Source: an optimization exercise on an open RTL-to-GDS flow (aim: small area and a short achievable clock period). Production flows keep margins and buffers that such runs may drop.
At most, simulation tests tie the RTL to the original design; equivalence was not proved.
Power figures rest on the tool's default switching activity, not on a simulated workload.

==> module ex_issue, before the edit <==
module ex_issue (
    input  logic        clk,
    input  logic        rst_n,
    input  logic        flush,
    input  logic        in_valid,
    input  logic [6:0]  in_opcode,
    input  logic [4:0]  in_rd,
    input  logic [2:0]  in_funct3,
    input  logic [6:0]  in_funct7,
    input  logic [31:0] in_imm,
    input  logic [31:0] in_pc,
    input  logic [31:0] in_rs1_val,
    input  logic [31:0] in_rs2_val,
    output logic        iss_valid,
    output logic [31:0] iss_a,
    output logic [31:0] iss_b,
    output logic [31:0] iss_pc,
    output logic [4:0]  iss_rd,
    output logic        iss_add,
    output logic        iss_sub,
    output logic        iss_sll,
    output logic        iss_sr,
    output logic        iss_cmp,
    output logic        iss_mod,
    output logic        iss_lx,
    output logic        iss_la,
    output logic        iss_link,
    output logic        iss_br,
    output logic        iss_eq,
    output logic        iss_lt,
    output logic        iss_beq,
    output logic        iss_blt,
    output logic        iss_binv
);
    logic is_op, is_opimm, is_lui, is_auipc, is_br, is_jal, is_jalr, is_alu;
    logic eq, lt;
    logic [2:0] f3;
    logic [6:2] op;
    logic p_alu, p_op, sub, sel_pc, sel_rev, sel_rs1;
    logic [31:0] rs1_rev;
    assign f3       = in_funct3;
    assign is_op    = (in_opcode == exec_pkg::OPC_OP);
    assign is_opimm = (in_opcode == exec_pkg::OPC_OP_IMM);
    assign is_lui   = (in_opcode == exec_pkg::OPC_LUI);
    assign is_auipc = (in_opcode == exec_pkg::OPC_AUIPC);
    assign is_br    = (in_opcode == exec_pkg::OPC_BRANCH);
    assign is_jal   = (in_opcode == exec_pkg::OPC_JAL);
    assign is_jalr  = (in_opcode == exec_pkg::OPC_JALR);
    assign is_alu   = is_op | is_opimm;
    assign op      = in_opcode[6:2];
    assign p_alu   = !op[6] & !op[2];
    assign p_op    = p_alu & op[5];
    assign sub     = p_alu & ((!f3[2] & f3[1]) |
                              ((f3 == 3'b000) & op[5] & in_funct7[5]));
    assign sel_pc  = op[6] ? (op[3] | !op[2]) : (!op[5] & op[2]);
    assign sel_rev = p_alu & (f3 == 3'b001);
    assign sel_rs1 = (p_alu & (f3 != 3'b001)) | (op[6] & !op[3] & op[2]);
    always_comb begin
        for (int i = 0; i < 32; i++) begin
            rs1_rev[i] = in_rs1_val[31-i];
        end
    end
    branch_unit i_branch (
        .rs1    (in_rs1_val),
        .rs2    (in_rs2_val),
        .uns    (f3[1]),
        .eq     (eq),
        .lt     (lt)
    );
    always_ff @(posedge clk or negedge rst_n) begin
        if (!rst_n) begin
            iss_valid <= 1'b0;
        end else begin
            iss_valid <= in_valid && !flush;
        end
    end
    always_ff @(posedge clk) begin
        iss_a    <= ({32{sel_pc}} & in_pc) | ({32{sel_rev}} & rs1_rev) |
                    ({32{sel_rs1}} & in_rs1_val);
        iss_b    <= (p_op ? in_rs2_val : in_imm) ^ {32{sub}};
        iss_pc   <= in_pc;
        iss_rd   <= in_rd;
        iss_add  <= (is_alu & (f3 == 3'b000)) | is_lui | is_auipc;
        iss_sub  <= sub;
        iss_sll  <= is_alu & (f3 == 3'b001);
        iss_sr   <= is_alu & (f3 == 3'b101);
        iss_cmp  <= is_alu & (f3[2:1] == 2'b01);
        iss_mod  <= f3[2] ? in_funct7[5] : (f3[1] & f3[0]);
        iss_lx   <= is_alu & f3[2] & !f3[0];
        iss_la   <= is_alu & f3[2] & f3[1];
        iss_link <= is_jal | is_jalr;
        iss_br   <= is_br;
        iss_eq   <= eq;
        iss_lt   <= lt;
        iss_beq  <= is_br & (f3[2:1] == 2'b00);
        iss_blt  <= is_br & f3[2];
        iss_binv <= f3[0];
    end
endmodule
==> flow/config.mk <==
export PLATFORM = sky130hd
export DESIGN_NAME = ex_stage
export DESIGN_NICKNAME = ex_stage
export VERILOG_FILES = /design/flow/design.v
export SDC_FILE = /design/flow/constraint.sdc
export NUM_CORES = 4
export LEC_CHECK = 0
export CAP_MARGIN = 20
export CORE_MARGIN = 2
export CORE_UTILIZATION = 45
export SETUP_SLACK_MARGIN = 2.8
export SLEW_MARGIN = 20
==> flow/constraint.sdc <==
create_clock -name core_clock -period 5.0 [get_ports {clk}]
set_input_delay 1.0000 -clock core_clock [delete_from_list [all_inputs] [get_ports {clk}]]
set_output_delay 1.0000 -clock core_clock [all_outputs]
set_load 0.01 [all_outputs]
standard.sh (not shown) runs the stock make flow with config.mk's settings and CLKGATE_MAP_FILE= SYNTH_SCRIPT=/design/flow/synth_recipe.tcl, a recipe that flattens the netlist after the stock synthesis.
==> flow/flow/run.sh <==
#!/bin/bash
# ORFS's synthesis as synth_recipe.tcl runs it, except that the full/half
# adder extraction is skipped and ABC maps with flow/abc.script; then the
# standard layout with plain buf_1 cells as port buffers.
set -euo pipefail
W=$PWD
{
  cat <<EOT
proc extract_fa {args} {}
proc abc {args} {
  set i [lsearch -exact \$args -script]
  lset args [expr {\$i + 1}] $W/flow/abc.script
  yosys abc {*}\$args
}
EOT
  cat synth_recipe.tcl
} > synth_custom.tcl
bash standard.sh SYNTH_SCRIPT=$W/synth_custom.tcl synth > synth.log 2>&1
CTS_ARGS="-sink_clustering_enable -repair_clock_nets -buf_list sky130_fd_sc_hd__clkbuf_16 -sink_clustering_size 24 -sink_clustering_max_diameter 120 -dont_use_dummy_load" BUFFER_PORTS_ARGS="-buffer_cell sky130_fd_sc_hd__buf_1" bash standard.sh finish > layout.log 2>&1
==> flow/flow/abc.script <==
strash
dch
map -B 0.9
topo
stime -c
buffer -c
upsize -c
dnsize -c
==> next run, changes <==
--- a/flow/design.v
+++ b/flow/design.v
@@ -47,30 +47,26 @@
     output logic        iss_binv
 );
     logic is_op, is_opimm, is_lui, is_auipc, is_br, is_jal, is_jalr, is_alu;
     logic eq, lt;
     logic [2:0] f3;
-    logic [6:2] op;
-    logic p_alu, p_op, sub, sel_pc, sel_rev, sel_rs1;
+    logic sub, sel_pc, sel_rev, sel_rs1;
     logic [31:0] rs1_rev;
     assign f3       = in_funct3;
     assign is_op    = (in_opcode == exec_pkg::OPC_OP);
     assign is_opimm = (in_opcode == exec_pkg::OPC_OP_IMM);
     assign is_lui   = (in_opcode == exec_pkg::OPC_LUI);
     assign is_auipc = (in_opcode == exec_pkg::OPC_AUIPC);
     assign is_br    = (in_opcode == exec_pkg::OPC_BRANCH);
     assign is_jal   = (in_opcode == exec_pkg::OPC_JAL);
     assign is_jalr  = (in_opcode == exec_pkg::OPC_JALR);
     assign is_alu   = is_op | is_opimm;
-    assign op      = in_opcode[6:2];
-    assign p_alu   = !op[6] & !op[2];
-    assign p_op    = p_alu & op[5];
-    assign sub     = p_alu & ((!f3[2] & f3[1]) |
-                              ((f3 == 3'b000) & op[5] & in_funct7[5]));
-    assign sel_pc  = op[6] ? (op[3] | !op[2]) : (!op[5] & op[2]);
-    assign sel_rev = p_alu & (f3 == 3'b001);
-    assign sel_rs1 = (p_alu & (f3 != 3'b001)) | (op[6] & !op[3] & op[2]);
+    assign sub     = is_alu & ((f3 == 3'b010) | (f3 == 3'b011) |
+                               ((f3 == 3'b000) & is_op & in_funct7[5]));
+    assign sel_pc  = is_auipc | is_jal | is_br;
+    assign sel_rev = is_alu & (f3 == 3'b001);
+    assign sel_rs1 = (is_alu & (f3 != 3'b001)) | is_jalr;
     always_comb begin
         for (int i = 0; i < 32; i++) begin
             rs1_rev[i] = in_rs1_val[31-i];
         end
     end
@@ -87,13 +83,14 @@
         end else begin
             iss_valid <= in_valid && !flush;
         end
     end
     always_ff @(posedge clk) begin
-        iss_a    <= ({32{sel_pc}} & in_pc) | ({32{sel_rev}} & rs1_rev) |
-                    ({32{sel_rs1}} & in_rs1_val);
-        iss_b    <= (p_op ? in_rs2_val : in_imm) ^ {32{sub}};
+        iss_a    <= sel_pc  ? in_pc :
+                    sel_rev ? rs1_rev :
+                    sel_rs1 ? in_rs1_val : 32'd0;
+        iss_b    <= (is_op ? in_rs2_val : in_imm) ^ {32{sub}};
         iss_pc   <= in_pc;
         iss_rd   <= in_rd;
         iss_add  <= (is_alu & (f3 == 3'b000)) | is_lui | is_auipc;
         iss_sub  <= sub;
         iss_sll  <= is_alu & (f3 == 3'b001);
What happened:
- register-to-register slack gets better by 0.09 ns
- total power shrinks by 22%
- cell area came out lower by about 1.4%
- wire length decreases by 4.9%
- first-iteration DRC count falls by 15%
Function not checked in the first run of this note: the RTL went through the layout flow alone.

-- what the ideal ports hide --
In the flow no input, the clock included, has a driving cell. The finished layouts below were timed again as built, in two steps. Step 1 sets driving cells, clkbuf_16 on the clock port and buf_2 on the other inputs (assumed; they add their load-dependent delay and slew). Step 2, shift: input delay + t, output delay - t, t = (earliest + latest rising clock arrival at the registers) / 2. This alone moves slack from input paths to output paths. Slacks: ideal / step 1 / step 2; pairs: ideal / step 1.
run	t, ns	slack for setup (ns)	pins driven straight from the clock port
the first run	0.539	2.754 / 2.754 / 2.356	1
the second run	0.528	2.769 / 2.800 / 2.273	1
After both steps every run listed still meets setup and hold. The setup slack of the second run, which loses most, moves by +0.031 ns with the drivers and by -0.496 ns with both steps.
